Context: an optimization exercise on an open-source flow, tuned for small area, a short achievable clock period and few clock cycles per item. The choices shown serve that exercise and are no tape-out recipe.
Where RTL was checked, it was by simulation tests only, not by an equivalence proof against the original.

==> flow/design.v (excerpt) <==
module rect_polar_converter_top #(
	parameter int CORDIC_STAGES = 16,
	parameter int VALUE_WIDTH = 16
) (
	input  logic                         clk,
	input  logic                         arst_n,
	input  logic                         in_valid,
	output logic                         in_ready,
	input  logic                         mode,
	input  logic signed [VALUE_WIDTH-1:0] first_value,
	input  logic signed [VALUE_WIDTH-1:0] second_value,
	output logic                         out_valid,
	input  logic                         out_ready,
	output logic signed [VALUE_WIDTH:0]   first_result,
	output logic signed [VALUE_WIDTH-1:0] second_result
);
Size in the first run: about 14,000 cells after synthesis, about 1,900 flip-flops, roughly 72 I/O pins, roughly 0.15 mm^2 of cells after synthesis.
make LEC_CHECK=0 CAP_MARGIN=20 CORE_MARGIN=2 CORE_UTILIZATION=40 SETUP_SLACK_MARGIN=4.5 SLEW_MARGIN=20 TNS_END_PERCENT=0 finish   # period 7.5 ns
run.sh (not shown) runs the stock make flow with config.mk's settings and CLKGATE_MAP_FILE= SYNTH_SCRIPT=/design/flow/synth_recipe.tcl, a recipe that flattens the netlist after the stock synthesis.
The starting point produced a clean layout.
Then changed:
--- a/flow/design.v
+++ b/flow/design.v
@@ -30,21 +30,19 @@
 	parameter int SHIFT = 0,
 	parameter logic [31:0] ATAN = 32'h20000000
 ) (
 	input  logic                             clk,
 	input  logic                             en,
 	input  logic                             mode_in,
 	input  logic                             ccw_in,
-	input  logic                             nccw_in,
 	input  logic signed [rpc_pkg::XW-1:0]    x_in,
 	input  logic signed [rpc_pkg::XW-1:0]    y_in,
 	input  logic        [rpc_pkg::ZW-1:0]    z_in,
 	output logic                             mode_out,
 	output logic                             ccw_out,
-	output logic                             nccw_out,
 	output logic signed [rpc_pkg::XW-1:0]    x_out,
 	output logic signed [rpc_pkg::XW-1:0]    y_out,
 	output logic        [rpc_pkg::ZW-1:0]    z_out
 );
 	localparam int XW = rpc_pkg::XW;
 	localparam int ZW = rpc_pkg::ZW;
 	localparam logic [ZW-1:0] ATAN_P = ATAN;
@@ -56,15 +54,15 @@
 	logic [XW:0] y_sum;
 	logic [ZW-1:0] z_nx;
 	always_comb begin
 		ccw = ccw_in;
 		dx = y_in >>> SHIFT;
 		dy = x_in >>> SHIFT;
 		x_sum = {x_in, 1'b1} + {dx ^ {XW{ccw}}, ccw};
-		y_sum = {y_in, 1'b1} + {dy ^ {XW{nccw_in}}, nccw_in};
+		y_sum = {y_in, 1'b1} + {dy ^ {XW{!ccw}}, !ccw};
 		z_nx = z_in + (ccw ? ATAN_N : ATAN_P);
 	end
 	always_ff @(posedge clk) begin
 		if (en) begin
 			mode_out <= mode_in;
 			x_out <= x_sum[XW:1];
 			y_out <= y_sum[XW:1];
@@ -74,21 +72,14 @@
 	always_ff @(posedge clk) begin
 		if (en) begin
 			ccw_out <= mode_in ? !z_nx[ZW-1] : y_sum[XW];
 		end else begin
 			ccw_out <= mode_out ? !z_out[ZW-1] : y_out[XW-1];
 		end
 	end
-	always_ff @(posedge clk) begin
-		if (en) begin
-			nccw_out <= mode_in ? z_nx[ZW-1] : !y_sum[XW];
-		end else begin
-			nccw_out <= mode_out ? z_out[ZW-1] : !y_out[XW-1];
-		end
-	end
 endmodule
 module rpc_gain_csa (
 	input  logic [15:0] a,
 	input  logic        f,
 	output logic [32:0] s_hi,
 	output logic [32:0] c_hi,
 	output logic        cin
@@ -751,21 +742,19 @@
 	logic [XW:0] y_add;
 	always_comb begin
 		x_add = {sx1, 1'b1} + {cx1, cix1};
 		y_add = {sy1, 1'b1} + {cy1, ciy1};
 	end
 	logic rm [0:N];
 	logic rc [0:N];
-	logic rn [0:N];
 	logic signed [XW-1:0] rx [0:N];
 	logic signed [XW-1:0] ry [0:N];
 	logic [ZW-1:0] rz [0:N];
 	logic m2;
 	logic c2;
-	logic n2;
 	logic signed [XW-1:0] x2;
 	logic signed [XW-1:0] y2;
 	logic [ZW-1:0] z2;
 	always_ff @(posedge clk) begin
 		if (adv) begin
 			m2 <= m1;
 			x2 <= x_add[XW:1];
@@ -776,43 +765,33 @@
 	always_ff @(posedge clk) begin
 		if (adv) begin
 			c2 <= m1 ? !z1[ZW-1] : y_add[XW];
 		end else begin
 			c2 <= m2 ? !z2[ZW-1] : y2[XW-1];
 		end
 	end
-	always_ff @(posedge clk) begin
-		if (adv) begin
-			n2 <= m1 ? z1[ZW-1] : !y_add[XW];
-		end else begin
-			n2 <= m2 ? z2[ZW-1] : !y2[XW-1];
-		end
-	end
 	assign rm[0] = m2;
 	assign rc[0] = c2;
-	assign rn[0] = n2;
 	assign rx[0] = x2;
 	assign ry[0] = y2;
 	assign rz[0] = z2;
 	for (genvar k = 0; k < N; k++) begin : g_rot
 		rpc_cordic_stage #(
 			.SHIFT(k),
 			.ATAN(rpc_pkg::turn_atan(k))
 		) u_stage (
 			.clk(clk),
 			.en(adv),
 			.mode_in(rm[k]),
 			.ccw_in(rc[k]),
-			.nccw_in(rn[k]),
 			.x_in(rx[k]),
 			.y_in(ry[k]),
 			.z_in(rz[k]),
 			.mode_out(rm[k+1]),
 			.ccw_out(rc[k+1]),
-			.nccw_out(rn[k+1]),
 			.x_out(rx[k+1]),
 			.y_out(ry[k+1]),
 			.z_out(rz[k+1])
 		);
 	end
 	always_ff @(posedge clk or negedge arst_n) begin
 		if (!arst_n) begin
What happened: The changed run finished clean; core utilization goes up by 0.12 points; sequential share of layout area is about the same; cell count came out lower by 0.59%; wire length stays flat; synthesized area goes down by 0.42%; count of clock-buffer cells in the layout increases by 1; via count goes down by 0.57%; non-clock buffer count rose by 22; die area is lower by 0.42%; register-to-register slack improved by 0.04 ns; global-route usage is about the same; cell area went down by 0.42%; sequential cell count decreases by 16.
Testbench counts after the change, summed over its fixed seeds: cycles 8,160, items 8,000.
The RTL of the first run of this note was laid out without a check of its function.

separate check: timing with driven ports:
The flow's constraints put no driver on any port. The routed layouts listed below were extracted and timed again, unchanged, in two steps. Step 1, drivers: a clkbuf_16 drives clk and a buf_2 each remaining input, both assumed. Step 2 adds t to the input delays and takes it off the output delays; t is the mean of the earliest and latest rising clock arrival at the registers after step 1. Input paths then give back, and output paths get back, about the clock's delay inside the block. Three values: ideal ports, drivers, drivers and shift; two values: the first two.
run	shift t [ns]	setup slack, ns	worst hold slack (ns)	latest minus earliest clock arrival (ns)	worst data-port slew with drivers (ns)
the first run	0.998	3.714 / 3.714 / 3.714	0.412 / 0.412 / 0.412	0.076 / 0.076	0.09
the second run	0.986	3.755 / 3.755 / 3.755	0.416 / 0.416 / 0.416	0.089 / 0.089	0.07
After both steps every run listed still meets setup and hold.
